Context: an optimization exercise on an open-source flow, tuned for small area, a short achievable clock period and few clock cycles. The choices shown serve that exercise and are no tape-out recipe. At most, simulation tests tie the RTL to the original design; equivalence was not proved. Power figures rest on the tool's default switching activity, not on a simulated workload.

==> inputs of v38 <==
Design conv_window_gen, start of the top module:
module conv_window_gen #(
  parameter int unsigned IMG_W  = 30,
  parameter int unsigned IMG_H  = 30,
  parameter int unsigned PIX_W  = 48,
  parameter int unsigned ADDR_W = 10
) (
  input  logic                 clk,
  input  logic                 rst,
  input  logic                 start,
  output logic                 rom_en,
  output logic [ADDR_W-1:0]    rom_addr,
  input  logic [PIX_W-1:0]     rom_data,
  output logic                 win_valid,
  input  logic                 win_ready,
  output logic [9*PIX_W-1:0]   win_data,
  output logic [4:0]           win_row,
  output logic [4:0]           win_col,
  output logic                 busy,
  output logic                 done
);
==> module conv_window_gen, before the edit <==
module conv_window_gen #(
  parameter int unsigned IMG_W  = 30,
  parameter int unsigned IMG_H  = 30,
  parameter int unsigned PIX_W  = 48,
  parameter int unsigned ADDR_W = 10
) (
  input  logic                 clk,
  input  logic                 rst,
  input  logic                 start,
  output logic                 rom_en,
  output logic [ADDR_W-1:0]    rom_addr,
  input  logic [PIX_W-1:0]     rom_data,
  output logic                 win_valid,
  input  logic                 win_ready,
  output logic [9*PIX_W-1:0]   win_data,
  output logic [4:0]           win_row,
  output logic [4:0]           win_col,
  output logic                 busy,
  output logic                 done
);
  localparam int unsigned NPix   = IMG_W * IMG_H;
  localparam int unsigned Depth  = 2 * IMG_W + 2;
  localparam int unsigned NPush  = NPix + IMG_W;        
  localparam int unsigned NMask  = 8;                   
  localparam int unsigned MaskW  = PIX_W / NMask;       
  localparam logic [ADDR_W-1:0] LastPush = ADDR_W'(NPush - 1);
  localparam logic [ADDR_W-1:0] PreWin   = ADDR_W'(IMG_W - 1);
  localparam logic [4:0]        ColLast  = 5'(IMG_W - 1);
  localparam logic [4:0]        ColPre   = 5'(IMG_W - 2);
  localparam logic [4:0]        RowPre   = 5'(IMG_H - 2);
  logic              busy_q, done_q;
  logic              vld_q;             
  logic [ADDR_W-1:0] pix_q;             
  logic [ADDR_W-1:0] pinc_q;            
  logic              fin_q;             
  logic              win_on_q;          
  logic              win_valid_q;
  logic [4:0]        row_q, col_q;
  logic [8:0]        mask_q [NMask];    
  logic [PIX_W-1:0]  sr_q [Depth];
  logic can_push, push, load_win, last_hs, accept;
  assign can_push = !win_valid_q || win_ready;
  assign push     = vld_q && !fin_q && can_push;
  assign load_win = push && win_on_q;
  assign last_hs  = fin_q && win_valid_q && win_ready;
  assign accept   = start && !busy_q && !done_q;
  logic [4:0] row_n, col_n;
  logic       row_end, col_pre, row_wrap, row_pre;
  assign row_end  = (col_q == ColLast);
  assign col_pre  = (col_q == ColPre);
  assign row_wrap = (row_q == 5'h1f);
  assign row_pre  = (row_q == RowPre);
  assign col_n    = row_end ? 5'd0 : col_q + 1'b1;
  assign row_n    = row_end ? row_q + 1'b1 : row_q;
  logic [8:0] mask_n [NMask];
  for (genvar c = 0; c < NMask; c++) begin : g_mask_n
    logic top_n, bot_n, lft_n, rgt_n;
    assign lft_n = mask_q[c][5];
    assign rgt_n = !mask_q[c][5] && col_pre;
    assign top_n = mask_q[c][5] ? row_wrap : mask_q[c][1];
    assign bot_n = mask_q[c][5] ? row_pre  : mask_q[c][7];
    assign mask_n[c] = {bot_n | rgt_n, bot_n, bot_n | lft_n,
                        rgt_n,         1'b0,  lft_n,
                        top_n | rgt_n, top_n, top_n | lft_n};
  end
  always_ff @(posedge clk or posedge rst) begin
    if (rst) begin
      busy_q      <= 1'b0;
      done_q      <= 1'b0;
      vld_q       <= 1'b0;
      pix_q       <= '0;
      pinc_q      <= 1;
      fin_q       <= 1'b0;
      win_on_q    <= 1'b0;
      win_valid_q <= 1'b0;
      row_q       <= '0;
      col_q       <= '0;
    end else begin
      done_q <= last_hs;
      vld_q  <= busy_q && !last_hs;
      if (accept) begin
        busy_q   <= 1'b1;
        pix_q    <= '0;
        pinc_q   <= 1;
        fin_q    <= 1'b0;
        win_on_q <= 1'b0;
        row_q    <= 5'h1f;
        col_q    <= ColLast;
      end else begin
        if (last_hs) busy_q <= 1'b0;
        if (push) begin
          pix_q  <= pinc_q;
          pinc_q <= pinc_q + 1'b1;
          if (pix_q == LastPush) fin_q <= 1'b1;
          if (pix_q == PreWin) win_on_q <= 1'b1;
        end
        if (load_win) begin
          row_q  <= row_n;
          col_q  <= col_n;
        end
      end
      if (load_win) win_valid_q <= 1'b1;
      else if (win_ready) win_valid_q <= 1'b0;
    end
  end
  always_ff @(posedge clk) begin
    for (int c = 0; c < NMask; c++) begin
      if (accept) mask_q[c] <= 9'b000_100_000;
      else if (load_win) mask_q[c] <= mask_n[c];
    end
  end
  always_ff @(posedge clk) begin
    if (push) begin
      sr_q[0] <= ~rom_data;
      for (int t = 1; t < Depth; t++) sr_q[t] <= sr_q[t-1];
    end
  end
  for (genvar i = 0; i < 3; i++) begin : g_row
    for (genvar j = 0; j < 3; j++) begin : g_col
      if (i == 2 && j == 2) begin : g_rom
        for (genvar c = 0; c < NMask; c++) begin : g_slice
          assign win_data[PIX_W*8 + MaskW*c +: MaskW] =
              rom_data[MaskW*c +: MaskW] & ~{MaskW{mask_q[c][8]}};
        end
      end else begin : g_sr
        localparam int unsigned TapIJ = 2 * IMG_W + 1 - i * IMG_W - j;
        for (genvar c = 0; c < NMask; c++) begin : g_slice
          assign win_data[PIX_W*(3*i+j) + MaskW*c +: MaskW] =
              ~(sr_q[TapIJ][MaskW*c +: MaskW] | {MaskW{mask_q[c][3*i+j]}});
        end
      end
    end
  end
  assign rom_en    = busy_q;
  logic [ADDR_W-1:0] addr_go, addr_hold;
  assign addr_go   = (vld_q && !fin_q) ? pinc_q : pix_q;
  assign addr_hold = win_valid_q ? pix_q : addr_go;
  assign rom_addr  = win_ready ? addr_go : addr_hold;
  assign win_valid = win_valid_q;
  assign win_row   = row_q;
  assign win_col   = col_q;
  assign busy      = busy_q;
  assign done      = done_q;
endmodule
export LEC_CHECK = 0
export CAP_MARGIN = 20
export CORE_MARGIN = 2
export CORE_UTILIZATION = 55
export SETUP_SLACK_MARGIN = 2.3
export SLEW_MARGIN = 20
create_clock -name core_clock -period 5.0 [get_ports {clk}]
standard.sh (not shown) runs the stock make flow with config.mk's settings and CLKGATE_MAP_FILE= SYNTH_SCRIPT=/design/flow/synth_recipe.tcl, a recipe that flattens the netlist after the stock synthesis.
==> flow/flow/run.sh <==
#!/bin/bash
# Layout flow: the standard ORFS flow (standard.sh, standard synthesis unchanged) with
#  - a leaner clock tree: larger sink clusters and no dummy loads, so fewer buffer levels;
#  - plain buffers (sky130 buf_1, upsized by timing repair where needed) on every port.
# make's full output goes to flow_make.log here; each ORFS step logs under orfs/logs/.
set -euo pipefail
export CTS_ARGS="-sink_clustering_enable -repair_clock_nets -dont_use_dummy_load -sink_clustering_size 20 -sink_clustering_max_diameter 80"
export BUFFER_PORTS_ARGS="-buffer_cell sky130_fd_sc_hd__buf_1"
bash standard.sh > flow_make.log 2>&1
==> inputs of v39, as changes to v38 <==
==> flow/design.v (replaced) <==
module conv_window_gen #(
  parameter int unsigned IMG_W  = 30,
  parameter int unsigned IMG_H  = 30,
  parameter int unsigned PIX_W  = 48,
  parameter int unsigned ADDR_W = 10
) (
  input  logic                 clk,
  input  logic                 rst,
  input  logic                 start,
  output logic                 rom_en,
  output logic [ADDR_W-1:0]    rom_addr,
  input  logic [PIX_W-1:0]     rom_data,
  output logic                 win_valid,
  input  logic                 win_ready,
  output logic [9*PIX_W-1:0]   win_data,
  output logic [4:0]           win_row,
  output logic [4:0]           win_col,
  output logic                 busy,
  output logic                 done
);
  localparam int unsigned NPix   = IMG_W * IMG_H;
  localparam int unsigned Depth  = 2 * IMG_W + 3;
  localparam int unsigned NPush  = NPix + IMG_W + 1;    
  localparam int unsigned CntW   = $clog2(NPush + 1);
  localparam logic [CntW-1:0]   LastPix  = CntW'(NPix - 1);
  localparam logic [CntW-1:0]   LastPush = CntW'(NPush - 1);
  localparam logic [CntW-1:0]   PreWin   = CntW'(IMG_W);
  localparam logic [ADDR_W-1:0] LastAddr = ADDR_W'(NPix - 1);
  localparam logic [4:0]        ColLast  = 5'(IMG_W - 1);
  localparam logic [4:0]        ColPre   = 5'(IMG_W - 2);
  localparam logic [4:0]        RowPre   = 5'(IMG_H - 2);
  logic              busy_q, done_q;
  logic              en_q, vld_q;
  logic [ADDR_W-1:0] addr_q;
  logic [CntW-1:0]   pix_q;             
  logic              ph_data_q;         
  logic              ph_flush_q;        
  logic              fin_q;             
  logic              win_on_q;          
  logic              win_valid_q;
  logic [4:0]        row_q, col_q;
  logic [8:0]        mask_q;            
  logic [PIX_W-1:0]  sr_q [Depth];
  logic can_push, push, lost, load_win, last_hs, accept;
  assign can_push = !win_valid_q || win_ready;
  assign push     = can_push && ((ph_data_q && vld_q) || ph_flush_q);
  assign lost     = ph_data_q && vld_q && !can_push;
  assign load_win = push && win_on_q;
  assign last_hs  = fin_q && win_valid_q && win_ready;
  assign accept   = start && !busy_q && !done_q;
  logic       top_n, bot_n, lft_n, rgt_n;
  logic [4:0] row_n, col_n;
  always_comb begin
    if (mask_q[5]) begin
      col_n = '0;
      row_n = row_q + 1'b1;
      top_n = (row_q == 5'h1f);
      bot_n = (row_q == RowPre);
    end else begin
      col_n = col_q + 1'b1;
      row_n = row_q;
      top_n = mask_q[1];
      bot_n = mask_q[7];
    end
    lft_n = mask_q[5];
    rgt_n = (col_q == ColPre);
  end
  always_ff @(posedge clk or posedge rst) begin
    if (rst) begin
      busy_q      <= 1'b0;
      done_q      <= 1'b0;
      en_q        <= 1'b0;
      vld_q       <= 1'b0;
      addr_q      <= '0;
      pix_q       <= '0;
      ph_data_q   <= 1'b0;
      ph_flush_q  <= 1'b0;
      fin_q       <= 1'b0;
      win_on_q    <= 1'b0;
      win_valid_q <= 1'b0;
      row_q       <= '0;
      col_q       <= '0;
      mask_q      <= '0;
    end else begin
      done_q <= last_hs;
      if (accept) begin
        busy_q     <= 1'b1;
        en_q       <= 1'b1;
        vld_q      <= 1'b0;
        addr_q     <= '0;
        pix_q      <= '0;
        ph_data_q  <= 1'b1;
        ph_flush_q <= 1'b0;
        fin_q      <= 1'b0;
        win_on_q   <= 1'b0;
        row_q      <= 5'h1f;
        col_q      <= ColLast;
        mask_q     <= 9'b000_100_000;
      end else begin
        if (last_hs) busy_q <= 1'b0;
        vld_q <= en_q && !lost;
        if (lost) begin
          en_q   <= 1'b1;
          addr_q <= pix_q[ADDR_W-1:0];
        end else if (en_q) begin
          en_q   <= (addr_q != LastAddr);
          addr_q <= addr_q + 1'b1;
        end
        if (push) begin
          pix_q <= pix_q + 1'b1;
          if (pix_q == LastPix) begin
            ph_data_q  <= 1'b0;
            ph_flush_q <= 1'b1;
          end
          if (pix_q == LastPush) begin
            ph_flush_q <= 1'b0;
            fin_q      <= 1'b1;
          end
          if (pix_q == PreWin) win_on_q <= 1'b1;
        end
        if (load_win) begin
          row_q  <= row_n;
          col_q  <= col_n;
          mask_q <= {bot_n | rgt_n, bot_n, bot_n | lft_n,
                     rgt_n,         1'b0,  lft_n,
                     top_n | rgt_n, top_n, top_n | lft_n};
        end
      end
      if (load_win) win_valid_q <= 1'b1;
      else if (win_ready) win_valid_q <= 1'b0;
    end
  end
  always_ff @(posedge clk) begin
    if (push) begin
      sr_q[0] <= ~rom_data;
      for (int t = 1; t < Depth; t++) sr_q[t] <= sr_q[t-1];
    end
  end
  for (genvar i = 0; i < 3; i++) begin : g_row
    for (genvar j = 0; j < 3; j++) begin : g_col
      localparam int unsigned TapIJ = 2 * IMG_W + 2 - i * IMG_W - j;
      assign win_data[PIX_W*(3*i+j) +: PIX_W] = ~(sr_q[TapIJ] | {PIX_W{mask_q[3*i+j]}});
    end
  end
  assign rom_en    = en_q;
  assign rom_addr  = addr_q;
  assign win_valid = win_valid_q;
  assign win_row   = row_q;
  assign win_col   = col_q;
  assign busy      = busy_q;
  assign done      = done_q;
endmodule
==> flow/run.sh (new file) <==
#!/bin/bash
# synth_recipe.tcl (not shown) runs the flow's synth.tcl, then flattens the netlist and writes it again
# the make line also repeats each setting of config.mk as NAME=value (left out here)
make -C /OpenROAD-flow-scripts/flow DESIGN_CONFIG=/design/flow/config.mk WORK_HOME=/design/flow/orfs CLKGATE_MAP_FILE= SYNTH_SCRIPT=/design/flow/synth_recipe.tcl finish
--- a/flow/config.mk
+++ b/flow/config.mk
@@ -9,4 +9,6 @@
 export CORE_MARGIN = 2
-export CORE_UTILIZATION = 55
-export SETUP_SLACK_MARGIN = 2.3
+export CORE_UTILIZATION = 70
+export CTS_BUF_LIST = sky130_fd_sc_hd__clkbuf_8 sky130_fd_sc_hd__clkbuf_16
+export PLACE_DENSITY = 0.8
+export SETUP_SLACK_MARGIN = 2.5
 export SLEW_MARGIN = 20
removed: flow/flow/run.sh
removed: flow/standard.sh
==> inputs of v27, as changes to v38 <==
--- a/flow/design.v
+++ b/flow/design.v
@@ -33,3 +33,4 @@
   logic [ADDR_W-1:0] pix_q;             
-  logic [ADDR_W-1:0] pinc_q;            
+  logic [ADDR_W-1:0] addr_go_q;         
+  logic [ADDR_W-1:0] addr_hold_q;       
   logic              fin_q;             
@@ -71,3 +72,2 @@
       pix_q       <= '0;
-      pinc_q      <= 1;
       fin_q       <= 1'b0;
@@ -83,3 +83,2 @@
         pix_q    <= '0;
-        pinc_q   <= 1;
         fin_q    <= 1'b0;
@@ -91,4 +90,3 @@
         if (push) begin
-          pix_q  <= pinc_q;
-          pinc_q <= pinc_q + 1'b1;
+          pix_q <= pix_q + 1'b1;
           if (pix_q == LastPush) fin_q <= 1'b1;
@@ -103,2 +101,29 @@
       else if (win_ready) win_valid_q <= 1'b0;
+    end
+  end
+  logic [ADDR_W-1:0] pix_d;
+  logic              vld_d, fin_d, win_valid_d, go_d;
+  always_comb begin
+    pix_d       = pix_q;
+    vld_d       = busy_q && !last_hs;
+    fin_d       = fin_q;
+    win_valid_d = win_valid_q;
+    if (accept) begin
+      pix_d = '0;
+      fin_d = 1'b0;
+    end else if (push) begin
+      pix_d = pix_q + 1'b1;
+      if (pix_q == LastPush) fin_d = 1'b1;
+    end
+    if (load_win) win_valid_d = 1'b1;
+    else if (win_ready) win_valid_d = 1'b0;
+    go_d = vld_d && !fin_d;
+  end
+  always_ff @(posedge clk or posedge rst) begin
+    if (rst) begin
+      addr_go_q   <= '0;
+      addr_hold_q <= '0;
+    end else begin
+      addr_go_q   <= go_d ? pix_d + 1'b1 : pix_d;
+      addr_hold_q <= (go_d && !win_valid_d) ? pix_d + 1'b1 : pix_d;
     end
@@ -134,6 +159,3 @@
   assign rom_en    = busy_q;
-  logic [ADDR_W-1:0] addr_go, addr_hold;
-  assign addr_go   = (vld_q && !fin_q) ? pinc_q : pix_q;
-  assign addr_hold = win_valid_q ? pix_q : addr_go;
-  assign rom_addr  = win_ready ? addr_go : addr_hold;
+  assign rom_addr  = win_ready ? addr_go_q : addr_hold_q;
   assign win_valid = win_valid_q;
--- a/flow/flow/run.sh
+++ b/flow/flow/run.sh
@@ -6,3 +6,3 @@
 set -euo pipefail
-export CTS_ARGS="-sink_clustering_enable -repair_clock_nets -dont_use_dummy_load -sink_clustering_size 20 -sink_clustering_max_diameter 80"
+export CTS_ARGS="-sink_clustering_enable -repair_clock_nets -dont_use_dummy_load -sink_clustering_size 25 -sink_clustering_max_diameter 80"
 export BUFFER_PORTS_ARGS="-buffer_cell sky130_fd_sc_hd__buf_1"
--- a/flow/config.mk
+++ b/flow/config.mk
@@ -9,3 +9,3 @@
 export CORE_MARGIN = 2
-export CORE_UTILIZATION = 55
+export CORE_UTILIZATION = 62
 export SETUP_SLACK_MARGIN = 2.3
==> qor summary <==
Status: v27 no timing/DRC/antenna violations; v39 did not finish; v38 no timing/DRC/antenna violations
Failing step: v27 -; v39 5_1_grt; v38 -
Worst-path clk slew: v27 0.09 ns; v39 -; v38 0.08 ns
Multi-input gate count: v27 756; v39 -; v38 695
Cell internal pwr: v27 0.04921 W; v39 -; v38 0.05040 W
Cell Rows: v27 144; v39 135; v38 152
Post-route fraction of the period consumed by the critical path: v27 55.62%; v39 -; v38 62.19%
Count of unique library cells instantiated by Yosys: v27 57; v39 48; v38 52
Proportion of power drawn by flip-flops and latches: v27 72.7%; v39 -; v38 70.6%
Non-Clock Buffer Count: v27 574; v39 -; v38 570
Nature of the critical path startpoint: v27 primary input; v39 -; v38 flop
Number of placed instances with taps included: v27 6554; v39 6073; v38 6730
Power spent charging and discharging nets: v27 0.01472 W; v39 -; v38 0.01548 W
Maximum fanout along the worst path: v27 5; v39 -; v38 3
Area share of and/or/nand/nor cells after synthesis: v27 2.681%; v39 2.117%; v38 2.546%
Most common cell type on the critical path: v27 buf_6; v39 -; v38 buf_12
Via count: v27 35.58k; v39 -; v38 35.12k
# H-tree levels: v27 4; v39 5; v38 4
Switching Fraction: v27 23.02%; v39 -; v38 23.50%
Data required time of the critical path: v27 4.00 ns; v39 -; v38 4.00 ns
Critical Path Sink: v27 rom_addr[3]; v39 -; v38 rom_addr[9]
Final standard cell utilization of the core: v27 68.40%; v39 -; v38 61.53%
Final min period: v27 2.781 ns; v39 -; v38 3.110 ns
Post-synthesis instance total: v27 4016; v39 3798; v38 3925
Arrival time worst endpoint: v27 1.78 ns; v39 -; v38 2.11 ns
Share of async-settable or async-resettable flops after synthesis: v27 1.491%; v39 1.530%; v38 1.170%
Testbench counts of v39, summed over its fixed seeds: cycles 22,456.
For v38 and v27, only the layout was checked, not whether the RTL still works.

==> static timing again, ports no longer ideal <==
The results above use ideal ports. As a check the final layouts listed here were re-extracted and re-timed, cells and wires unchanged.
Step 1 (the two cells are an assumption about what drives the block):
set clk [get_ports {clk}]
set_driving_cell -lib_cell sky130_fd_sc_hd__clkbuf_16 $clk
set_driving_cell -lib_cell sky130_fd_sc_hd__buf_2 [delete_from_list [all_inputs] $clk]
Step 2 adds t to the input delays and takes it off the output delays; t is the mean of the earliest and latest rising clock arrival at the registers after step 1. Input paths then give back, and output paths get back, about the clock's delay inside the block.
Slacks: ideal / step 1 / step 2; pairs: ideal / step 1.
| run | shift t [ns] | setup slack, ns | worst setup path at the end |
|---|---|---|---|
| v38 | 0.863 | 1.890 / 1.808 / 1.730 | input to register |
| v27 | 0.835 | 2.219 / 2.184 / 1.573 | input to register |
After both steps every run listed still meets setup and hold. The setup slack of v27, which loses most, moves by -0.035 ns with the drivers and by -0.646 ns with both steps.
